What follows belongs to an exercise in optimizing a design on an open flow for small area and few clock cycles per item; a production flow would make more cautious choices.
The RTL was checked by simulation tests, not by an equivalence proof against the original design.

==> flow/design.v, too long to show whole: its modules and the start of the top module <==
// module srgbxy_lin_rom: 1164 lines
// module srgbxy_div: 28 lines
// module srgbxy_sel: 216 lines
// module srgbxy_csa: 12 lines
// module srgbxy_fa: 10 lines
// module srgbxy_ha: 9 lines
// module srgbxy_han: 9 lines
// module srgbxy_fa1: 9 lines
// module srgbxy_fa1n: 9 lines
// module srgbxy_xor2: 3 lines
// module srgbxy_xnor2: 3 lines
// module srgbxy_or2: 3 lines
// module srgbxy_nor2: 3 lines
// module srgbxy_nand2: 3 lines
// module srgbxy_cpa_tx: 312 lines
// module srgbxy_cpa_ty: 312 lines
// module srgbxy_cpa_tt: 291 lines
// module srgbxy_mul3: 12 lines
// module srgbxy_sign41: 318 lines
// module srgbxy_qsum: 110 lines
// module srgb_to_xy_chromaticity: 1333 lines
module srgb_to_xy_chromaticity #(
  parameter int COMPONENT_BITS  = 8,
  parameter int COORD_FRAC_BITS = 16
) (
  input  logic                      clk,
  input  logic                      rst,
  input  logic                      in_valid,
  output logic                      in_ready,
  input  logic [COMPONENT_BITS-1:0] red,
  input  logic [COMPONENT_BITS-1:0] green,
  input  logic [COMPONENT_BITS-1:0] blue,
  output logic                      out_valid,
  input  logic                      out_ready,
  output logic [srgbxy_pkg::OUT_W-1:0] chroma_x,
  output logic [srgbxy_pkg::OUT_W-1:0] chroma_y,
  output logic                      black_input
);
  // ...
==> flow/run.sh <==
#!/bin/bash
# synth_recipe.tcl (not shown) runs the flow's synth.tcl, then flattens the netlist and writes it again
# the make line also repeats each setting of config.mk as NAME=value (left out here)
make -C /OpenROAD-flow-scripts/flow DESIGN_CONFIG=/design/flow/config.mk WORK_HOME=/design/flow/orfs CLKGATE_MAP_FILE= SYNTH_SCRIPT=/design/flow/synth_recipe.tcl finish
==> flow/config.mk <==
export PLATFORM = sky130hd
export DESIGN_NAME = srgb_to_xy_chromaticity
export DESIGN_NICKNAME = srgb_to_xy_chromaticity
export VERILOG_FILES = /design/flow/design.v
export SDC_FILE = /design/flow/constraint.sdc
export NUM_CORES = 8
export LEC_CHECK = 0
export CAP_MARGIN = 20
export CORE_MARGIN = 2
export CORE_UTILIZATION = 50
export CTS_BUF_LIST = sky130_fd_sc_hd__clkbuf_4 sky130_fd_sc_hd__clkbuf_8
export GPL_TIMING_DRIVEN = 0
export SETUP_SLACK_MARGIN = 0.1
export SLEW_MARGIN = 20
export SYNTH_HIERARCHICAL = 1
==> flow/constraint.sdc <==
create_clock -name core_clock -period 8.0 [get_ports {clk}]
set_input_delay 1.6000 -clock core_clock [delete_from_list [all_inputs] [get_ports {clk}]]
set_output_delay 1.6000 -clock core_clock [all_outputs]
set_load 0.01 [all_outputs]
==> summary.txt, run 1 <==
Status
  • Status: finished clean

Clock tree
  • CTS Sinks: between 1000 and 1500

Global route
  • Met1 usage: 45.77%
  • First-pass GRT wire length: 568400 um
  • Vias in the first global route: 82680

Critical path
  • Flop-to-flop setup slack: 0.35 ns
  • Crit path largest cell delay: 0.61 ns
  • Setup crit end: g_pt[5].sx[19]$_DFF_P_
  • Arrival @ worst endpoint: 8.56 ns
  • CP bufs+invs: 6
  • Top Family by Delay on Critical Path: adder cells
  • CP Depth: 31

Finish
  • Fraction of area in multi-input gates: 62.65%
  • Comb_multi_in: 7159
  • Sequential fraction of total cell area: 23.76%
  • Diode count: 6
  • Number of sequential cells: roughly 1400

Place
  • Placer Congestion: about 1.0
  • IO Port Bufs: 56

Route
  • Post-route DRC: 0
  • Post-Route WL: 392200 um
  • Wire per inst: 30.27 um

STA
  • Final setup skew: ~0.11 ns
  • Rel. slew slack: a little over an eighth
  • Final setup TNS: 0 ns
  • Final Max Slew Viols: 0
  • WHS: 0.2977 ns
  • Maximum clock rate: roughly 130 MHz

Floorplanning
  • Chip Width: 463.4 um

Min path
  • Worst Hold End: g_pt[5].dy[16]$_DFF_P_
Testbench counts, summed over its fixed seeds: cycles 16,064, items 16,000.
==> module srgbxy_div, before the edit <==
module srgbxy_div (
  input  logic [40:0] a,
  input  logic [40:0] b,
  input  logic [37:0] tn,
  output logic [40:0] s,
  output logic [40:0] c,
  output logic        qneg,    
  output logic        qm1,     
  output logic        qm2      
);
  logic        qpos;
  logic [40:0] tn1, tn2, mag, op, co;
  srgbxy_sel u_sel (
    .a   (a[40:34]),
    .b   (b[40:34]),
    .i   (tn[36:34]),
    .pos (qpos),
    .neg (qneg),
    .m1  (qm1),
    .m2  (qm2)
  );
  assign tn1 = {3'b000, tn};
  assign tn2 = {2'b00, tn, 1'b0};
  assign mag = ({41{qm1}} & tn1) | ({41{qm2}} & tn2);
  assign op  = mag ^ {41{qpos}};
  srgbxy_csa #(.W(41)) u_csa (.a(a), .b(b), .c(op), .s(s), .co(co));
  assign c = {co[39:0], qpos};
endmodule
==> run 2, diff against run 1 <==
--- a/flow/design.v
+++ b/flow/design.v
@@ -1180,42 +1180,58 @@
   assign _0528_ = code[4] ? _0516_ : _0527_;
   assign _0529_ = _0147_ & ~(_0528_);
   assign _0530_ = _0529_ | _0525_;
   assign _0531_ = code[6] ? _0520_ : _0530_;
   assign lin[0] = _0066_ ? _0509_ : _0531_;
   assign _0533_ = _0350_ & ~(_0308_);
   assign lin[15] = code[7] & ~(_0533_);
 endmodule
-module srgbxy_div (
+module srgbxy_div #(
+  parameter bit FIRST = 1'b0    
+) (
   input  logic [40:0] a,
   input  logic [40:0] b,
   input  logic [37:0] tn,
   output logic [40:0] s,
   output logic [40:0] c,
   output logic        qneg,    
   output logic        qm1,     
   output logic        qm2      
 );
   logic        qpos;
   logic [40:0] tn1, tn2, mag, op, co;
-  srgbxy_sel u_sel (
-    .a   (a[40:34]),
-    .b   (b[40:34]),
-    .i   (tn[36:34]),
-    .pos (qpos),
-    .neg (qneg),
-    .m1  (qm1),
-    .m2  (qm2)
-  );
+  if (FIRST) begin : g_first
+    srgbxy_sel0 u_sel (
+      .a   (a[40:34]),
+      .i   (tn[36:34]),
+      .pos (qpos),
+      .neg (qneg),
+      .m1  (qm1),
+      .m2  (qm2)
+    );
+    srgbxy_csa #(.W(23)) u_csa (.a(a[22:0]), .b(b[22:0]), .c(op[22:0]), .s(s[22:0]), .co(co[22:0]));
+    srgbxy_hsa #(.W(18)) u_hsa (.a(a[40:23]), .c(op[40:23]), .s(s[40:23]), .co(co[40:23]));
+  end else begin : g_next
+    srgbxy_sel u_sel (
+      .a   (a[40:34]),
+      .b   (b[40:34]),
+      .i   (tn[36:34]),
+      .pos (qpos),
+      .neg (qneg),
+      .m1  (qm1),
+      .m2  (qm2)
+    );
+    srgbxy_csa #(.W(39)) u_csa (.a(a[40:2]), .b(b[40:2]), .c(op[40:2]), .s(s[40:2]), .co(co[40:2]));
+    srgbxy_hsa #(.W(2)) u_hsa (.a(a[1:0]), .c(op[1:0]), .s(s[1:0]), .co(co[1:0]));
+  end
   assign tn1 = {3'b000, tn};
   assign tn2 = {2'b00, tn, 1'b0};
   assign mag = ({41{qm1}} & tn1) | ({41{qm2}} & tn2);
   assign op  = mag ^ {41{qpos}};
-  srgbxy_csa #(.W(41)) u_csa (.a(a), .b(b), .c(op), .s(s), .co(co));
   assign c = {co[39:0], qpos};
 endmodule
 module srgbxy_sel(a, b, i, pos, neg, m1, m2);
   input [6:0] a;
   wire [6:0] a;
   input [6:0] b;
   wire [6:0] b;
   input [2:0] i;
@@ -1424,28 +1440,219 @@
   assign _022_ = 4'hb >> { _021_, _046_ };
   assign _023_ = 4'h4 >> { _016_, _022_ };
   assign _024_ = 4'h8 >> { pos, _023_ };
   assign m1 = 4'he >> { _006_, _024_ };
   assign _025_ = 4'h4 >> { _070_, _023_ };
   assign m2 = 4'he >> { _005_, _025_ };
   assign ge1 = pos;
 endmodule
+module srgbxy_sel0(a, i, pos, neg, m1, m2);
+  input [6:0] a;
+  wire [6:0] a;
+  input [2:0] i;
+  wire [2:0] i;
+  output pos;
+  wire pos;
+  output neg;
+  wire neg;
+  output m1;
+  wire m1;
+  output m2;
+  wire m2;
+  wire _000_;
+  wire _001_;
+  wire _002_;
+  wire _003_;
+  wire _004_;
+  wire _005_;
+  wire _006_;
+  wire _007_;
+  wire _008_;
+  wire _009_;
+  wire _010_;
+  wire _011_;
+  wire _012_;
+  wire _013_;
+  wire _014_;
+  wire _015_;
+  wire _016_;
+  wire _017_;
+  wire _018_;
+  wire _019_;
+  wire _020_;
+  wire _021_;
+  wire _022_;
+  wire _023_;
+  wire _024_;
+  wire _025_;
+  wire _026_;
+  wire _027_;
+  wire _028_;
+  wire _029_;
+  wire _030_;
+  wire _031_;
+  wire _032_;
+  wire _033_;
+  wire _034_;
+  wire _035_;
+  wire _036_;
+  wire _037_;
+  wire _038_;
+  wire _039_;
+  wire _040_;
+  wire _041_;
+  wire _042_;
+  wire _043_;
+  wire _044_;
+  wire _045_;
+  wire _046_;
+  wire _047_;
+  wire _048_;
+  wire _049_;
+  wire _050_;
+  wire _051_;
+  wire _052_;
+  wire _053_;
+  wire _054_;
+  wire _055_;
+  wire _056_;
+  wire _057_;
+  wire _058_;
+  wire _059_;
+  wire _060_;
+  wire _061_;
+  wire _062_;
+  wire _063_;
+  wire _064_;
+  wire _065_;
+  wire _066_;
+  wire _067_;
+  wire _068_;
+  wire _069_;
+  wire _070_;
+  wire _071_;
+  wire _072_;
+  wire _073_;
+  wire _074_;
+  wire _075_;
+  wire _076_;
+  wire _077_;
+  wire _078_;
+  wire [6:0] est;
+  wire ge1;
+  assign _005_ = 4'he >> { i[0], i[1] };
+  assign _006_ = 4'h1 >> { _005_, i[2] };
+  assign _007_ = 4'h8 >> a[4:3];
+  assign _008_ = 4'h7 >> { a[5], _007_ };
+  assign _009_ = 4'h1 >> { a[2], i[2] };
+  assign _010_ = 4'h4 >> { _009_, a[1] };
+  assign _011_ = 4'he >> { _008_, _010_ };
+  assign _012_ = 4'he >> { _006_, _011_ };
+  assign _013_ = 4'h8 >> a[5:4];
+  assign _014_ = 4'h7 >> a[3:2];
+  assign _015_ = 4'hb >> { _013_, _014_ };
+  assign _016_ = 4'h7 >> { _012_, _015_ };
+  assign neg = 4'h4 >> { a[6], _016_ };
+  assign _017_ = 4'h4 >> { a[6], _013_ };
+  assign _018_ = 4'hb >> i[1:0];
+  assign _019_ = 4'h1 >> { a[0], a[1] };
+  assign _020_ = 4'hb >> { i[0], i[1] };
+  assign _021_ = 4'h8 >> { _019_, _020_ };
+  assign _022_ = 4'hb >> { a[2], _021_ };
+  assign _023_ = 4'h7 >> { _018_, _022_ };
+  assign _024_ = 4'h7 >> { a[0], a[1] };
+  assign _025_ = 4'h8 >> { a[2], i[2] };
+  assign _026_ = 4'h4 >> { _024_, _025_ };
+  assign _027_ = 4'h8 >> { a[5], a[3] };
+  assign _028_ = 4'h1 >> { a[4], _009_ };
+  assign _029_ = 4'h7 >> { _027_, _028_ };
+  assign _030_ = 4'he >> { _026_, _029_ };
+  assign _031_ = 4'h4 >> { _023_, _030_ };
+  assign _032_ = 4'h4 >> { _017_, _031_ };
+  assign _033_ = 4'h7 >> { i[0], i[1] };
+  assign _034_ = 4'h4 >> { i[2], _033_ };
+  assign _035_ = 4'h4 >> { _033_, i[2] };
+  assign _036_ = 4'he >> { _035_, _032_ };
+  assign _037_ = 4'h4 >> { _017_, _027_ };
+  assign _038_ = 4'h4 >> { _034_, _037_ };
+  assign _039_ = 4'hb >> { _006_, _024_ };
+  assign _040_ = 4'he >> { i[2], _020_ };
+  assign _041_ = 4'h1 >> { _019_, _040_ };
+  assign _042_ = 4'h4 >> { _039_, _041_ };
+  assign _043_ = 4'he >> a[3:2];
+  assign _044_ = 4'h4 >> { a[6], i[1] };
+  assign _045_ = 4'h4 >> { _044_, _043_ };
+  assign _046_ = 4'h4 >> { _035_, _045_ };
+  assign _047_ = 4'hb >> { _042_, _046_ };
+  assign _048_ = 4'h4 >> { _047_, _017_ };
+  assign _049_ = 4'he >> { _038_, _048_ };
+  assign _050_ = 4'h4 >> { _036_, _049_ };
+  assign _051_ = 4'h4 >> { neg, _050_ };
+  assign _052_ = 8'h5d >> { a[1], i[2], a[2] };
+  assign _053_ = 4'he >> a[5:4];
+  assign _054_ = 4'he >> { a[3], _053_ };
+  assign _055_ = 4'h4 >> { _052_, _054_ };
+  assign pos = 4'h1 >> { _055_, a[6] };
+  assign _056_ = 4'h4 >> { _014_, _053_ };
+  assign _057_ = 4'h1 >> { _056_, a[6] };
+  assign _058_ = 4'hb >> { a[1], _040_ };
+  assign _059_ = 4'h4 >> { _024_, _053_ };
+  assign _060_ = 4'h4 >> { _035_, _059_ };
+  assign _061_ = 4'he >> { _006_, _060_ };
+  assign _062_ = 4'h4 >> { _058_, _061_ };
+  assign _063_ = 4'h4 >> { _057_, _062_ };
+  assign _064_ = 4'h1 >> { a[5], _007_ };
+  assign _065_ = 4'h1 >> { _064_, a[6] };
+  assign _066_ = 4'he >> a[2:1];
+  assign _067_ = 4'hb >> { a[4], a[6] };
+  assign _068_ = 4'h2 >> { _067_, _066_ };
+  assign _069_ = 4'he >> { _065_, _068_ };
+  assign _070_ = 4'h2 >> { _005_, _069_ };
+  assign _071_ = 4'h4 >> { a[5], a[6] };
+  assign _072_ = 4'hb >> { _067_, _071_ };
+  assign _073_ = 4'he >> { _034_, _072_ };
+  assign _074_ = 4'he >> { _043_, _071_ };
+  assign _075_ = 4'h7 >> { i[2], _005_ };
+  assign _076_ = 4'h4 >> { _074_, _075_ };
+  assign _077_ = 4'h4 >> { _033_, _076_ };
+  assign _078_ = 4'h4 >> { _073_, _077_ };
+  assign _000_ = 4'he >> { _070_, _078_ };
+  assign _001_ = 4'he >> { _063_, _000_ };
+  assign _002_ = 4'h4 >> { _034_, _065_ };
+  assign _003_ = 4'h4 >> { _001_, _002_ };
+  assign _004_ = 4'h4 >> { pos, _003_ };
+  assign m1 = 4'he >> { _051_, _004_ };
+  assign m2 = 4'he >> { _050_, _003_ };
+  assign ge1 = pos;
+  assign est = a;
+endmodule
 module srgbxy_csa #(
   parameter int W = 8
 ) (
   input  logic [W-1:0] a,
   input  logic [W-1:0] b,
   input  logic [W-1:0] c,
   output logic [W-1:0] s,
   output logic [W-1:0] co
 );
   assign s  = a ^ b ^ c;
   assign co = (a & b) | (a & c) | (b & c);
 endmodule
+module srgbxy_hsa #(
+  parameter int W = 8
+) (
+  input  logic [W-1:0] a,
+  input  logic [W-1:0] c,
+  output logic [W-1:0] s,
+  output logic [W-1:0] co
+);
+  assign s  = a ^ c;
+  assign co = a & c;
+endmodule
 module srgbxy_fa (
   input  logic a,
   input  logic b,
   input  logic c,
   output logic s,
   output logic co
 );
   assign s  = a ^ b ^ c;
@@ -4121,20 +4328,20 @@
       assign ay = g_pt[0].sy;
       assign by = {18'd0, tn[37:17], inj};
     end else begin : g_next
       assign ax = {g_pt[j].sx[38:0], inj};
       assign bx = {g_pt[j].cx[38:0], 2'b00};
       assign ay = {g_pt[j].sy[38:0], inj};
       assign by = {g_pt[j].cy[38:0], 2'b00};
     end
-    srgbxy_div u_x (.a(ax), .b(bx), .tn(tn), .s(sx), .c(cx),
-                    .qneg(nx), .qm1(m1x), .qm2(m2x));
-    srgbxy_div u_y (.a(ay), .b(by), .tn(tn), .s(sy), .c(cy),
-                    .qneg(ny), .qm1(m1y), .qm2(m2y));
+    srgbxy_div #(.FIRST(j == 0)) u_x (.a(ax), .b(bx), .tn(tn), .s(sx), .c(cx),
+                                      .qneg(nx), .qm1(m1x), .qm2(m2x));
+    srgbxy_div #(.FIRST(j == 0)) u_y (.a(ay), .b(by), .tn(tn), .s(sy), .c(cy),
+                                      .qneg(ny), .qm1(m1y), .qm2(m2y));
     always_comb begin
       dx = g_pt[j].dx;
       dy = g_pt[j].dy;
       dx[3*(7-j) +: 3] = {nx, m2x, m1x};
       dy[3*(7-j) +: 3] = {ny, m2y, m1y};
     end
     if (REGS[j]) begin : g_reg
       always_ff @(posedge clk) begin
==> flow/config.mk (replaced) <==
export PLATFORM = sky130hd
export DESIGN_NAME = srgb_to_xy_chromaticity
export DESIGN_NICKNAME = srgb_to_xy_chromaticity
export VERILOG_FILES = /design/flow/design.v
export SDC_FILE = /design/flow/constraint.sdc
export NUM_CORES = 8
export LEC_CHECK = 0
export CAP_MARGIN = 20
export CORE_MARGIN = 2
export CORE_UTILIZATION = 62
export CTS_BUF_LIST = sky130_fd_sc_hd__clkbuf_4 sky130_fd_sc_hd__clkbuf_8
export CTS_CLUSTER_DIAMETER = 60
export CTS_CLUSTER_SIZE = 16
export GPL_TIMING_DRIVEN = 0
export SETUP_SLACK_MARGIN = 0.1
export SLEW_MARGIN = 20
export SYNTH_HIERARCHICAL = 1
==> run 2 against run 1 <==
  * Still clean
  * Sequential share of layout area grew 1.1 points
  * Routed wire length decreased by 4.9%
  * Die area down 20%
  * Register-to-register slack lost 0.08 ns
  * Clock skew fell by 0.024 ns
  * Cell area shrank 4.4%
  * Worst setup slack worse by 0.076 ns
  * Via count rose by 1.5%
  * Global-route usage rose by 6.6 points
  * Critical endpoint is now g_pt[5].sx[26]$_DFF_P_
==> summary.txt, run 2 <==
Min path
  • HP Class: reg2reg
  • Worst Hold End: r1_pix[20]$_DFF_P_
  • Worst Hold Launch: r0_pix[20]$_DFF_P_
  • Hold Path Depth: 0

Floorplanning
  • Core ar.: 167400 um2
  • Chip Width: 414.9 um (-10%)
  • Standard-cell rows: 150
  • Die area: 172200 um2
  • # IOs: 63
  • Initial Utilization: between 60% and 70%
  • Die height: 414.9 um

Synth
  • Yosys warning count: 7
  • Syn_area_per_cell: about 11 um2
  • Synthesized area: between 100000 and 150000 um2
  • Synthesized netlist cell count: 9462

Critical path
  • RR Startpoint: g_pt[3].sx[33]$_DFF_P_
  • CP bufs+invs: 7 (+1)
  • R2r worst-path depth: 32
  • Crit path largest cell delay: 0.59 ns (-0.02 ns)
  • Top Family by Delay on Critical Path: adder cells
  • Crit Path Category: reg2reg
  • CP startpoint kind: flip-flop
  • Worst path required time: 8.78 ns
  • Flop-to-flop setup slack: 0.27 ns (-0.08 ns)
  • Worst flop-to-flop path endpoint: g_pt[5].sx[26]$_DFF_P_
  • Setup crit end kind: flip-flop
  • Arrival @ worst endpoint: 8.51 ns (-0.05 ns)
  • Worst Path Max Fanout: 10
  • Slowest cell on the critical path: fa_2

Clock tree
  • Root Driver: clkbuf_8
  • Clock transition at path regs: around 0.10 ns
  • Htree depth: 3
  • Cts hold-fix bufs: 0
  • Number of buffers created by CTS: between 100 and 150
  • TritonCTS clock tree: done
  • CTS Sinks: 1366 (unchanged)
  • Clk buf depth: 3
  • Clock Latency Late Sink: approximately 0.97 ns

STA
  • Final min period: just under 8 ns
  • Final setup TNS: 0 ns (unchanged)
  • Final Max Slew Viols: 0 (unchanged)
  • Final Hold Violating Endpoints: 0
  • Worst-Margin Slew: 1.301 ns
  • Final setup skew: 0.08697 ns (-0.02434 ns)
  • Rel. slew slack: 13.13% (+0.093 points)
  • Final period utilization: 96.59%
  • Unrepaired setup endpoints after global routing: true
  • Maximum clock rate: 129.4 MHz (-0.99%)
  • PnR worst setup slack: 0.2728 ns
  • Setup-failing EPs final: 0

Finish
  • Nets: 11550
  • Multi-input logic area: 72160 um2
  • Share of layout cells above drive strength 1: between 15 and 20%
  • FF+latch area: 27770 um2
  • Non-Filler Cell Area, Final: approximately 110000 um2
  • Fillers: 12350
  • Commonest non-fill, non-tap cells in the layout: fa_1, dfxtp_1, xnor2_1
  • P&R area growth vs syn: 6.739%
  • Most common cell after layout, fill and taps aside: fa_1

Route
  • Post-route ant nets: 0
  • Post-Route WL: 372900 um (-4.9%)
  • Pre-antenna DRT Iters: 7
  • Post-route DRC: 0 (unchanged)
  • Wire per inst: 31.12 um (+2.8%)
  • DR vias: 80440
  • Vias/cell: 6.713
  • DR iter-0 viols: roughly 9500

Place
  • Placer Congestion: 1.073 (+3.5%)
  • IO Port Bufs: 56 (unchanged)
  • Post-DP Area: roughly 110000 um2
  • Post-DP HPWL: 287700 um
  • Dpl ws: -1.051 ns

Run
  • Max cap viols: 0

Global route
  • Vias in the first global route: 83670 (+1.2%)
  • Pin count of the biggest net entering global routing: 38
  • Initial antenna violation count: 24
  • Remaining Overflow, GRT: 0
  • First-pass GRT wire length: 542900 um (-4.5%)
  • Overall routing resource usage: between 40% and 50%

Status
  • Status: finished clean
-- run 2: what timing repair did --
item	4_1_cts	5_1_grt
gates resized for setup	73	86
setup endpoints to repair	376	428
setup buffers	7	16
pin swaps	5	32
endpoints found under the hold margin	0	0
-- run 2: stage by stage --
step,instances,utilization [%],hold WS [ns]
final,11980,66.75,0.3159
after global routing,11970,66.74,0.3238
after CTS,11960,66.41,0.3128
after detailed placement,11770,64.75,0.3121
after global placement,11760,64.61,0.3096
after floorplan,9500,-,0.3096
-- run 2: worst reg2reg max path: cells and delay by family, from the launching register on --
kind / cells / cell delay [ns]
simple gates: 6 / 0.96
buf+inv: 7 / 0.98
flops: 1 / 0.43
fa+ha+maj: 7 / 2.95
xor+xnor: 4 / 0.90
compound gates: 8 / 1.31
-- run 2: worst max path at each step --
stage                           startpoint                     end  slack (ns)  cells after the start
floorplan              r0_s0[0]$_SDFF_PP0_     r1_m3_b[16]$_DFF_P_        1.15                     22
global placement    g_pt[1].sy[32]$_DFF_P_  g_pt[3].sy[28]$_DFF_P_       -0.94                     32
detailed placement  g_pt[1].sy[32]$_DFF_P_  g_pt[3].sy[28]$_DFF_P_       -1.05                     32
CTS                 g_pt[1].cy[32]$_DFF_P_  g_pt[3].sy[28]$_DFF_P_        0.05                     32
global route        g_pt[5].sy[32]$_DFF_P_  g_pt[7].sy[37]$_DFF_P_       -0.06                     31
finish              g_pt[3].sx[33]$_DFF_P_  g_pt[5].sx[26]$_DFF_P_        0.27                     32
-- run 2: cell type report --
class	count	share of cell area, %
diodes	12	0.02687
plain buffers	547	3.339
clock buffers	129	1.555
clock inverters	52	0.5889
inverters	555	1.864
multi-input cells	7030	64.57
flip-flops and latches	1366	24.85
well taps	2204	2.468
repair buffers	87	0.7389
-- run 2: routing by layer --
layer	vias up	wire (um)	global-route usage, %
met1	40040	133000	50.42
li1	33300	-	-
met2	5462	167000	66.82
met4	24	31470	29.35
met5	-	148	0
met3	1603	41370	12.60
Testbench counts of run 2, summed over its fixed seeds: cycles 16,064, items 16,000.
==> run 3, diff against run 2 <==
--- a/flow/config.mk
+++ b/flow/config.mk
@@ -7,7 +7,7 @@
 export LEC_CHECK = 0
 export CAP_MARGIN = 20
 export CORE_MARGIN = 2
-export CORE_UTILIZATION = 62
+export CORE_UTILIZATION = 50
 export CTS_BUF_LIST = sky130_fd_sc_hd__clkbuf_4 sky130_fd_sc_hd__clkbuf_8
 export CTS_CLUSTER_DIAMETER = 60
 export CTS_CLUSTER_SIZE = 16
==> run 3 against run 2 <==
  * Still clean on timing, DRC and antenna
  * Via count down 2.9%
  * Non-clock buffer count unchanged
  * Cell area up 0.73%
  * Routed wire length up 3.6%
  * Sequential share of layout area down 0.19 points
  * Clock skew up 0.053 ns
  * Maximum frequency up 0.42%
  * Critical path type unchanged
  * Highest routed layer unchanged
==> summary.txt, run 3 <==
Critical path
  • Crit path largest cell delay: 0.57 ns (-0.02 ns)
  • R2r worst-path depth: 31 (-3.1%)
  • Arrival @ worst endpoint: 8.60 ns (+0.09 ns)
  • Most frequent CP cell: fa_1
  • RR Startpoint: g_pt[5].sy[32]$_DFF_P_
  • Worst Path Max Fanout: 10 (unchanged)
  • Setup crit end kind: flip-flop
  • Worst path required time: 8.91 ns (+0.13 ns)
  • Flop-to-flop setup slack: 0.31 ns (+0.03 ns)
  • Slowest cell on the critical path: fa_1
  • Crit Path Category: reg2reg
  • Worst flop-to-flop path endpoint: g_pt[7].sy[28]$_DFF_P_
  • CP startpoint kind: flip-flop

Synth
  • Synthesized area: 104700 um2 (unchanged)
  • Syn_area_per_cell: 11.07 um2 (unchanged)
  • Synthesized netlist cell count: 9462 (unchanged)
  • Yosys warning count: 7 (unchanged)

Finish
  • Non-Filler Instances: 12580 (+5.0%)
  • Final design utilization: 54.20% (-13 points)
  • Most common cell after layout, fill and taps aside: fa_1
  • Share of layout cells above drive strength 1: 15.52% (about the same)
  • Commonest non-fill, non-tap cells in the layout: fa_1, dfxtp_1, xnor2_1
  • P&R area growth vs syn: 7.523%
  • Nets: 11550 (+0.052%)

STA
  • Setup-failing EPs final: 0 (unchanged)
  • Final Hold Violating Endpoints: 0 (unchanged)
  • Final setup TNS: 0 ns (unchanged)
  • Final setup skew: 0.1402 ns (+0.05326 ns)
  • Maximum clock rate: 130.0 MHz (+0.42%)
  • Rel. slew slack: 12.74% (-0.39 points)
  • Unrepaired setup endpoints after global routing: false
  • Final Max Slew Viols: 0 (unchanged)
  • Worst-Margin Slew: 1.307 ns (+0.005906 ns)
  • Final period utilization: 96.18% (-0.41 points)
  • Final min period: 7.694 ns (-0.03270 ns)
  • WHS: 0.3202 ns (+0.004363 ns)

Floorplanning
  • Initial Utilization: 50.41% (-12 points)
  • Die area: 213100 um2 (+24%)
  • Chip Width: 461.6 um (+11%)
  • Die height: 461.6 um (+11%)
  • # IOs: 63 (unchanged)
  • Core ar.: 207700 um2 (+24%)
  • Standard-cell rows: 167 (+11%)

Status
  • Status: finished clean

Min path
  • Worst Hold End: r1_pix[10]$_DFF_P_
  • Hold Path Depth: 0 (unchanged)
  • Worst Hold Launch: r0_pix[10]$_DFF_P_
  • HP Class: reg2reg

Route
  • DR iter-0 viols: 7479 (-21%)
  • Pre-antenna DRT Iters: 9 (+2)
  • Post-route DRC: 0 (unchanged)
  • Post-Route WL: 386400 um (+3.6%)
  • Wire per inst: 30.72 um (-1.3%)
  • DR vias: 78090 (-2.9%)
  • Vias/cell: 6.209 (-7.5%)
  • Post-route ant nets: 0 (unchanged)

Clock tree
  • Htree depth: 3 (unchanged)
  • Clock Latency Late Sink: 1.04 ns (+0.07 ns)
  • CTS Sinks: 1366 (unchanged)
  • Clk buf depth: 3 (unchanged)
  • Number of buffers created by CTS: 121 (+5.2%)
  • Root Driver: clkbuf_8
  • Clock transition at path regs: 0.09 ns (about the same)
  • TritonCTS clock tree: done

Global route
  • Remaining Overflow, GRT: 0 (unchanged)
  • First-pass GRT wire length: 554600 um (+2.2%)
  • Overall routing resource usage: 35.78% (-6.8 points)
  • Initial antenna violation count: 25 (+4.2%)
  • Pin count of the biggest net entering global routing: 38 (unchanged)
  • Vias in the first global route: 80100 (-4.3%)

Place
  • Placer Congestion: 1.027 (-4.3%)
  • IO Port Bufs: 56 (unchanged)
  • Post-DP HPWL: 303200 um (+5.4%)
  • Dpl cells: 12360 (+5.0%)

Run
  • Max cap viols: 0 (unchanged)
-- run 3: cell count changes in the layout (fill, tap and decap cells not counted), sizes merged --
| cell | previous run | this run |
|---|---|---|
| inv | 577 | 581 |
| clkinv | 21 | 24 |
| clkbuf | 211 | 220 |
| buf | 496 | 492 |
| diode | 12 | 11 |
| clkinvlp | 4 | 6 |
| bufinv | 5 | 4 |
-- run 3: metrics by stage --
step / cell area, um2 / worst slack (ns)
6_report: 112600 / 0.3055
5_1_grt: 112500 / 0.02797
4_1_cts: 112000 / 0.1062
3_5_place_dp: 109200 / -1.411
2_1_floorplan: 104800 / 1.155
3_3_place_gp: 108900 / -1.317
-- run 3: critical path, delay by kind of cell (launching register included) --
kind	cells	cell delay, ns
adder cells (fa/ha/maj)	8	2.95
AO/OA/AOI/OAI	8	0.99
multiplexers	1	0.44
buffers and inverters	5	0.80
XOR/XNOR	4	1.12
AND/OR/NAND/NOR	5	0.86
flip-flops	1	0.39
-- run 3: how the worst max path moves through the flow --
stage	end	start	cells past startpoint
after floorplan	r1_m3_b[16]$_DFF_P_	r0_s0[0]$_SDFF_PP0_	22
after CTS	g_pt[3].sy[37]$_DFF_P_	g_pt[1].sy[32]$_DFF_P_	31
after global routing	g_pt[7].sx[35]$_DFF_P_	g_pt[5].cx[32]$_DFF_P_	31
after detailed placement	g_pt[3].sx[18]$_DFF_P_	g_pt[1].sx[32]$_DFF_P_	32
after global placement	g_pt[3].sx[18]$_DFF_P_	g_pt[1].sx[32]$_DFF_P_	32
final	g_pt[7].sy[28]$_DFF_P_	g_pt[5].sy[32]$_DFF_P_	31
-- run 3: layer usage --
metal  global-route usage, %  vias to the layer above  share of wire [%]
met3                   8.301                     1074                8.8
li1                        -                    33320                  -
met5                       0                        -              0.030
met4                   17.61                       18                5.8
met1                   45.71                    39620                 40
met2                   57.11                     4062                 45
-- run 3: area by class of cell --
type	instances	area [um2]
Fill cell	18200	95120
Multi-Input combinational cell	7030	72020
Tap cell	2788	3488
Sequential cell	1366	27760
Clock inverter	60	792.0
Inverter	555	2083
Antenna cell	11	27.53
Buffer	547	3736
Clock buffer	134	1788
Timing Repair Buffer	87	875.8
-- run 3: timing repair --
item,CTS,global route
resized for setup,43,93
pin swaps,1,22
setup endpoints to repair,252,429
hold buffers,0,0
buffers inserted,3,13
gates cloned,0,0

-- separate check: timing with driven ports --
The results above use ideal ports. As a check the final layouts listed here were re-extracted and re-timed, cells and wires unchanged.
Step 1, drivers: a clkbuf_16 drives clk and a buf_2 each remaining input, both assumed.
Step 2 also shifts input and output timing later by t, the mid clock arrival at the registers, as if the neighbouring blocks saw the same clock.
Slacks: ideal ports / drivers / drivers and shift; pairs: ideal ports / drivers.
| run | t (ns) | slack for setup (ns) | latest minus earliest clock arrival (ns) |
|---|---|---|---|
| run 1 | 1.089 | 0.349 / 0.349 / -0.305 | 0.113 / 0.113 |
| run 2 | 1.012 | 0.273 / 0.273 / -0.092 | 0.096 / 0.096 |
| run 3 | 1.046 | 0.306 / 0.306 / -0.435 | 0.160 / 0.161 |
Met with ideal ports but missed after step 2: setup timing in every run listed. The setup slack of run 3, which loses most, moves by 0.000 ns with the drivers and by -0.741 ns with both steps.
